This is an optimization exercise on Yosys and OpenROAD, whose aim is small area and a short achievable clock period, not a production implementation.
Where RTL was checked, it was by simulation tests only, not by an equivalence proof against the original.

Design rsi_top, start of the top module:
module rsi_top
(
    input  logic   clk,
    input  logic   reset,
    input  logic [16-1:0] price,
    input  logic   price_valid,
    input  logic   eod,
    output logic   rsi_valid,
    output logic [7-1:0]   rsi,
    output logic   buy,
    output logic   sell
);
Settings: LEC_CHECK=0, ABC_AREA=1, CAP_MARGIN=20, CORE_MARGIN=2, CORE_UTILIZATION=40, CTS_CLUSTER_DIAMETER=120, CTS_CLUSTER_SIZE=30, SETUP_SLACK_MARGIN=3.9, SLEW_MARGIN=20; clock period 6.5 ns.
run.sh (not shown) runs the stock make flow with config.mk's settings and CLKGATE_MAP_FILE= SYNTH_SCRIPT=/design/flow/synth_recipe.tcl, a recipe that flattens the netlist after the stock synthesis.
Edit:
--- a/flow/design.v
+++ b/flow/design.v
@@ -134,36 +134,18 @@
         else       m_v <= sums_valid;
     end
     logic [SW-1:0] d_h [1:6];     
     logic [SW-1:0] d_t [1:6];
     logic [5:2]    d_x [1:6];     
     logic [6:0]    d_q [1:6];     
     logic          d_v [1:6];
     logic [6:0]    q_last;        
     logic          v_last;
-    function automatic [SW+1:0] sk_sub(input [SW:0] a, input [SW-1:0] t);
-        logic [SW:0]   b;
-        logic [SW+1:0] g, p;      
-        b = ~{1'b0, t};
-        g = {a & b, 1'b1};
-        p = {a ^ b, 1'b0};
-        for (int d = 1; d < SW + 2; d = d * 2)
-            for (int i = 2 * d - 1; i < SW + 2; i = i + 2 * d) begin
-                g[i] = g[i] | (p[i] & g[i - d]);
-                p[i] = p[i] & p[i - d];
-            end
-        for (int d = 16; d >= 1; d = d / 2)
-            for (int i = 3 * d - 1; i < SW + 2; i = i + 2 * d) begin
-                g[i] = g[i] | (p[i] & g[i - d]);
-                p[i] = p[i] & p[i - d];
-            end
-        sk_sub = {g[SW+1], (a ^ b) ^ g[SW:0]};
-    endfunction
     genvar j;
     generate
         for (j = 6; j >= 0; j--) begin : g_step
             logic [SW:0]   hi_in;
             logic [SW-1:0] dvs;
             logic [6:0]    q_in;
             logic [SW+1:0] trial;
             logic          fits;
             logic [SW-1:0] h_new;
@@ -171,20 +153,20 @@
             if (j == 6) begin : g_first
                 assign hi_in = m_x[XW-1:6];
                 assign dvs   = m_t;
                 assign q_in  = '0;
             end else begin : g_next
                 assign hi_in = {d_h[j+1], (j >= 2) ? d_x[j+1][(j >= 2) ? j : 2] : 1'b0};
                 assign dvs   = d_t[j+1];
                 assign q_in  = d_q[j+1];
             end
-            assign trial = sk_sub(hi_in, dvs);
-            assign fits  = trial[SW+1];
+            assign trial = {1'b0, hi_in} - {2'b00, dvs};
+            assign fits  = !trial[SW+1];
             assign h_new = fits ? trial[SW-1:0] : hi_in[SW-1:0];
             assign q_new = q_in | (7'(fits) << j);
             if (j > 0) begin : g_reg
                 always_ff @(posedge clk) begin
                     d_h[j] <= h_new;
                     d_t[j] <= dvs;
                     d_q[j] <= q_new;
                 end
                 if (j == 6) begin : g_x6
Effect:
- cell area rose by 9.2%
- routed wire length grows by 44%
- first-iteration DRC count grows by 70%
- synthesized cell count increases by 27%
- hold slack improves by 0.012 ns

---

The RTL this note starts from:
==> flow/design.v <==
module rsi_top
(
    input  logic   clk,
    input  logic   reset,
    input  logic [16-1:0] price,
    input  logic   price_valid,
    input  logic   eod,
    output logic   rsi_valid,
    output logic [7-1:0]   rsi,
    output logic   buy,
    output logic   sell
);
    localparam int PW = 16;    
    localparam int SW = 20;      
    localparam int N  = 14;     
    localparam int XW = 27;      
    logic          take;
    logic [PW-1:0] prev;
    logic          have_prev;
    logic [3:0]    cnt;           
    logic [PW:0]   diff;
    logic          up;            
    logic [PW-1:0] code;          
    logic          mv_valid;
    logic          mv_first, mv_full, mv_out;
    logic          mv_up;
    logic [PW-1:0] mv_code;
    logic [PW-1:0] in_price;
    logic          in_valid, in_eod;
    always_ff @(posedge clk) begin
        in_price <= price;
    end
    always_ff @(posedge clk or posedge reset) begin
        if (reset) begin
            in_valid <= 1'b0;
            in_eod   <= 1'b0;
        end else begin
            in_valid <= price_valid;
            in_eod   <= eod;
        end
    end
    assign take = in_valid && !in_eod;
    assign diff = {1'b0, in_price} - {1'b0, prev};
    assign up   = !diff[PW];
    assign code = diff[PW-1:0] ^ {PW{!up}};
    always_ff @(posedge clk) begin
        if (take) prev <= in_price;
        mv_code  <= code;
        mv_up    <= up;
        mv_first <= take && have_prev && (cnt == 4'd0);
        mv_full  <= take && have_prev && (cnt == 4'(N));
        mv_out   <= (cnt >= 4'(N - 1));
    end
    always_ff @(posedge clk or posedge reset) begin
        if (reset) begin
            have_prev <= 1'b0;
            cnt       <= '0;
            mv_valid  <= 1'b0;
        end else if (in_eod) begin
            have_prev <= 1'b0;
            cnt       <= '0;
            mv_valid  <= 1'b0;
        end else begin
            mv_valid <= take && have_prev;
            if (take) have_prev <= 1'b1;
            if (take && have_prev && cnt != 4'(N)) cnt <= cnt + 4'd1;
        end
    end
    logic [PW:0]   win [N];       
    logic [SW-1:0] tsum, gsum;
    logic          sums_valid;
    logic [PW-1:0] old_code;
    logic          old_up;
    logic [PW-1:0] new_code;
    logic          new_nup;
    logic [PW+2:0] dt_wide;
    logic [PW+1:0] dg_wide;
    logic [PW+1:0] sd_t;          
    logic          sd_nup;
    logic [PW:0]   sd_g;          
    logic          sd_first;
    logic          sd_valid;
    assign new_code = mv_valid ? mv_code : '0;
    assign new_nup  = mv_valid && !mv_up;
    assign old_code = mv_full ? win[N-1][PW-1:0] : '0;
    assign old_up   = mv_full ? win[N-1][PW]     : 1'b1;
    assign dt_wide = {2'b00, new_code, 1'b1} + {2'b11, ~old_code, old_up};
    assign dg_wide = {1'b0, (mv_valid && mv_up) ? mv_code : '0, 1'b1} +
                     {1'b1, ~(old_up ? old_code : '0), 1'b1};
    always_ff @(posedge clk) begin
        if (mv_valid) begin
            win[0] <= {mv_up, mv_code};
            for (int i = 1; i < N; i++) win[i] <= win[i-1];
        end
        sd_t     <= dt_wide[PW+2:1];
        sd_nup   <= new_nup;
        sd_g     <= dg_wide[PW+1:1];
        sd_first <= mv_first;
    end
    always_ff @(posedge clk or posedge reset) begin
        if (reset) sd_valid <= 1'b0;
        else       sd_valid <= mv_valid && mv_out;
    end
    logic [SW-1:0] t_base, g_base;
    logic [SW:0]   t_wide;
    assign t_base = sd_first ? '0 : tsum;
    assign g_base = sd_first ? '0 : gsum;
    assign t_wide = {t_base, 1'b1} + {{(SW-PW-2){sd_t[PW+1]}}, sd_t, sd_nup};
    always_ff @(posedge clk) begin
        tsum <= t_wide[SW:1];
        gsum <= g_base + {{(SW-PW-1){sd_g[PW]}}, sd_g};
    end
    always_ff @(posedge clk or posedge reset) begin
        if (reset) sums_valid <= 1'b0;
        else       sums_valid <= sd_valid;
    end
    logic [XW-1:0] x_a, x_b, x_c, x_s, x_cy, x_sum;
    logic [XW-1:2] m_x;           
    logic [SW-1:0] m_t;
    logic          m_v;
    assign x_a   = XW'(gsum) << 6;
    assign x_b   = XW'(gsum) << 5;
    assign x_c   = XW'(gsum) << 2;
    assign x_s   = x_a ^ x_b ^ x_c;
    assign x_cy  = {(x_a[XW-2:0] & x_b[XW-2:0]) | (x_a[XW-2:0] & x_c[XW-2:0]) |
                    (x_b[XW-2:0] & x_c[XW-2:0]), 1'b0};
    assign x_sum = x_s + x_cy;
    always_ff @(posedge clk) begin
        m_x <= x_sum[XW-1:2];
        m_t <= tsum;
    end
    always_ff @(posedge clk or posedge reset) begin
        if (reset) m_v <= 1'b0;
        else       m_v <= sums_valid;
    end
    logic [SW-1:0] d_h [1:6];     
    logic [SW-1:0] d_t [1:6];
    logic [5:2]    d_x [1:6];     
    logic [6:0]    d_q [1:6];     
    logic          d_v [1:6];
    logic [6:0]    q_last;        
    logic          v_last;
    function automatic [SW+1:0] sk_sub(input [SW:0] a, input [SW-1:0] t);
        logic [SW:0]   b;
        logic [SW+1:0] g, p;      
        b = ~{1'b0, t};
        g = {a & b, 1'b1};
        p = {a ^ b, 1'b0};
        for (int d = 1; d < SW + 2; d = d * 2)
            for (int i = 2 * d - 1; i < SW + 2; i = i + 2 * d) begin
                g[i] = g[i] | (p[i] & g[i - d]);
                p[i] = p[i] & p[i - d];
            end
        for (int d = 16; d >= 1; d = d / 2)
            for (int i = 3 * d - 1; i < SW + 2; i = i + 2 * d) begin
                g[i] = g[i] | (p[i] & g[i - d]);
                p[i] = p[i] & p[i - d];
            end
        sk_sub = {g[SW+1], (a ^ b) ^ g[SW:0]};
    endfunction
    genvar j;
    generate
        for (j = 6; j >= 0; j--) begin : g_step
            logic [SW:0]   hi_in;
            logic [SW-1:0] dvs;
            logic [6:0]    q_in;
            logic [SW+1:0] trial;
            logic          fits;
            logic [SW-1:0] h_new;
            logic [6:0]    q_new;
            if (j == 6) begin : g_first
                assign hi_in = m_x[XW-1:6];
                assign dvs   = m_t;
                assign q_in  = '0;
            end else begin : g_next
                assign hi_in = {d_h[j+1], (j >= 2) ? d_x[j+1][(j >= 2) ? j : 2] : 1'b0};
                assign dvs   = d_t[j+1];
                assign q_in  = d_q[j+1];
            end
            assign trial = sk_sub(hi_in, dvs);
            assign fits  = trial[SW+1];
            assign h_new = fits ? trial[SW-1:0] : hi_in[SW-1:0];
            assign q_new = q_in | (7'(fits) << j);
            if (j > 0) begin : g_reg
                always_ff @(posedge clk) begin
                    d_h[j] <= h_new;
                    d_t[j] <= dvs;
                    d_q[j] <= q_new;
                end
                if (j == 6) begin : g_x6
                    always_ff @(posedge clk) d_x[j] <= m_x[5:2];
                    always_ff @(posedge clk or posedge reset) begin
                        if (reset) d_v[j] <= 1'b0;
                        else       d_v[j] <= m_v;
                    end
                end else begin : g_xn
                    always_ff @(posedge clk) d_x[j] <= d_x[j+1];
                    always_ff @(posedge clk or posedge reset) begin
                        if (reset) d_v[j] <= 1'b0;
                        else       d_v[j] <= d_v[j+1];
                    end
                end
            end else begin : g_last
                assign q_last = q_new;
                assign v_last = d_v[1];
            end
        end
    endgenerate
    logic [6:0] q_fin;
    logic [6:0] rsi_d;
    assign q_fin = q_last;
    assign rsi_d = (q_fin == 7'd127) ? 7'd50 : q_fin;
    always_ff @(posedge clk) begin
        rsi <= rsi_d;
    end
    always_ff @(posedge clk or posedge reset) begin
        if (reset) begin
            rsi_valid <= 1'b0;
            buy       <= 1'b0;
            sell      <= 1'b0;
        end else begin
            rsi_valid <= v_last;
            buy       <= v_last && (rsi_d < 7'(30));
            sell      <= v_last && (rsi_d > 7'(70));
        end
    end
endmodule
make LEC_CHECK=0 ABC_AREA=1 CAP_MARGIN=20 CORE_MARGIN=2 CORE_UTILIZATION=40 CTS_CLUSTER_DIAMETER=110 CTS_CLUSTER_SIZE=28 SETUP_SLACK_MARGIN=3.9 SLEW_MARGIN=20 finish   # period 6.5 ns
==> next run, changes <==
--- a/flow/design.v
+++ b/flow/design.v
@@ -66,9 +66,9 @@
             if (take && have_prev && cnt != 4'(N)) cnt <= cnt + 4'd1;
         end
     end
     logic [PW:0]   win [N];       
-    logic [SW-1:0] tsum, gsum;
+    logic [SW-1:0] tsum_n, gsum;  
     logic          sums_valid;
     logic [PW-1:0] old_code;
     logic          old_up;
     logic [PW-1:0] new_code;
@@ -83,9 +83,9 @@
     assign new_code = mv_valid ? mv_code : '0;
     assign new_nup  = mv_valid && !mv_up;
     assign old_code = mv_full ? win[N-1][PW-1:0] : '0;
     assign old_up   = mv_full ? win[N-1][PW]     : 1'b1;
-    assign dt_wide = {2'b00, new_code, 1'b1} + {2'b11, ~old_code, old_up};
+    assign dt_wide = {2'b00, old_code, !old_up} + {2'b11, ~new_code, 1'b1};
     assign dg_wide = {1'b0, (mv_valid && mv_up) ? mv_code : '0, 1'b1} +
                      {1'b1, ~(old_up ? old_code : '0), 1'b1};
     always_ff @(posedge clk) begin
         if (mv_valid) begin
@@ -102,22 +102,22 @@
         else       sd_valid <= mv_valid && mv_out;
     end
     logic [SW-1:0] t_base, g_base;
     logic [SW:0]   t_wide;
-    assign t_base = sd_first ? '0 : tsum;
+    assign t_base = sd_first ? '1 : tsum_n;
     assign g_base = sd_first ? '0 : gsum;
-    assign t_wide = {t_base, 1'b1} + {{(SW-PW-2){sd_t[PW+1]}}, sd_t, sd_nup};
-    always_ff @(posedge clk) begin
-        tsum <= t_wide[SW:1];
+    assign t_wide = {t_base, 1'b1} + {{(SW-PW-2){sd_t[PW+1]}}, sd_t, !sd_nup};
+    always_ff @(posedge clk) begin
+        tsum_n <= t_wide[SW:1];
         gsum <= g_base + {{(SW-PW-1){sd_g[PW]}}, sd_g};
     end
     always_ff @(posedge clk or posedge reset) begin
         if (reset) sums_valid <= 1'b0;
         else       sums_valid <= sd_valid;
     end
     logic [XW-1:0] x_a, x_b, x_c, x_s, x_cy, x_sum;
     logic [XW-1:2] m_x;           
-    logic [SW-1:0] m_t;
+    logic [SW-1:0] m_tn;          
     logic          m_v;
     assign x_a   = XW'(gsum) << 6;
     assign x_b   = XW'(gsum) << 5;
     assign x_c   = XW'(gsum) << 2;
@@ -126,25 +126,25 @@
                     (x_b[XW-2:0] & x_c[XW-2:0]), 1'b0};
     assign x_sum = x_s + x_cy;
     always_ff @(posedge clk) begin
         m_x <= x_sum[XW-1:2];
-        m_t <= tsum;
+        m_tn <= tsum_n;
     end
     always_ff @(posedge clk or posedge reset) begin
         if (reset) m_v <= 1'b0;
         else       m_v <= sums_valid;
     end
     logic [SW-1:0] d_h [1:6];     
-    logic [SW-1:0] d_t [1:6];
+    logic [SW-1:0] d_tn [1:6];    
     logic [5:2]    d_x [1:6];     
     logic [6:0]    d_q [1:6];     
     logic          d_v [1:6];
     logic [6:0]    q_last;        
     logic          v_last;
-    function automatic [SW+1:0] sk_sub(input [SW:0] a, input [SW-1:0] t);
+    function automatic [SW+1:0] sk_sub(input [SW:0] a, input [SW-1:0] tn);
         logic [SW:0]   b;
         logic [SW+1:0] g, p;      
-        b = ~{1'b0, t};
+        b = {1'b1, tn};
         g = {a & b, 1'b1};
         p = {a ^ b, 1'b0};
         for (int d = 1; d < SW + 2; d = d * 2)
             for (int i = 2 * d - 1; i < SW + 2; i = i + 2 * d) begin
@@ -161,31 +161,31 @@
     genvar j;
     generate
         for (j = 6; j >= 0; j--) begin : g_step
             logic [SW:0]   hi_in;
-            logic [SW-1:0] dvs;
+            logic [SW-1:0] dvs_n;
             logic [6:0]    q_in;
             logic [SW+1:0] trial;
             logic          fits;
             logic [SW-1:0] h_new;
             logic [6:0]    q_new;
             if (j == 6) begin : g_first
                 assign hi_in = m_x[XW-1:6];
-                assign dvs   = m_t;
+                assign dvs_n = m_tn;
                 assign q_in  = '0;
             end else begin : g_next
                 assign hi_in = {d_h[j+1], (j >= 2) ? d_x[j+1][(j >= 2) ? j : 2] : 1'b0};
-                assign dvs   = d_t[j+1];
+                assign dvs_n = d_tn[j+1];
                 assign q_in  = d_q[j+1];
             end
-            assign trial = sk_sub(hi_in, dvs);
+            assign trial = sk_sub(hi_in, dvs_n);
             assign fits  = trial[SW+1];
             assign h_new = fits ? trial[SW-1:0] : hi_in[SW-1:0];
             assign q_new = q_in | (7'(fits) << j);
             if (j > 0) begin : g_reg
                 always_ff @(posedge clk) begin
                     d_h[j] <= h_new;
-                    d_t[j] <= dvs;
+                    d_tn[j] <= dvs_n;
                     d_q[j] <= q_new;
                 end
                 if (j == 6) begin : g_x6
                     always_ff @(posedge clk) d_x[j] <= m_x[5:2];
Maximum frequency decreases by about 2.6%. Setup slack gets worse by 0.067 ns. Die area decreases by about 3%. Global-route usage rises by 1.1 points.
No functional check of the RTL was part of the second run of this note.

[separate check: timing with driven ports]
The results above use ideal ports. As a check the final layouts listed here were re-extracted and re-timed, cells and wires unchanged. Step 1: set_driving_cell puts a clkbuf_16 on clk and a buf_2 on each other input, an assumption about the parent block. Step 2 moves the port delays by t, midway between the first and last clock arrival at a register: inputs arrive t later, outputs are due t later. That takes back most of the time a late clock gives input paths. Slacks: ideal / step 1 / step 2; pairs: ideal / step 1.
| run | t, ns | setup slack, ns | slew at the worst register clock pin (ns) |
|---|---|---|---|
| the first run of note 1 | 0.669 | 3.980 / 3.916 / 3.993 | 0.12 / 0.12 |
| the second run of note 1 | 0.695 | 3.954 / 3.888 / 4.014 | 0.12 / 0.12 |
| the first run of note 2 | 0.684 | 3.970 / 3.905 / 4.015 | 0.12 / 0.12 |
| the second run of note 2 | 0.687 | 3.903 / 3.903 / 3.903 | 0.12 / 0.12 |
After both steps setup and hold are still met in every run listed.
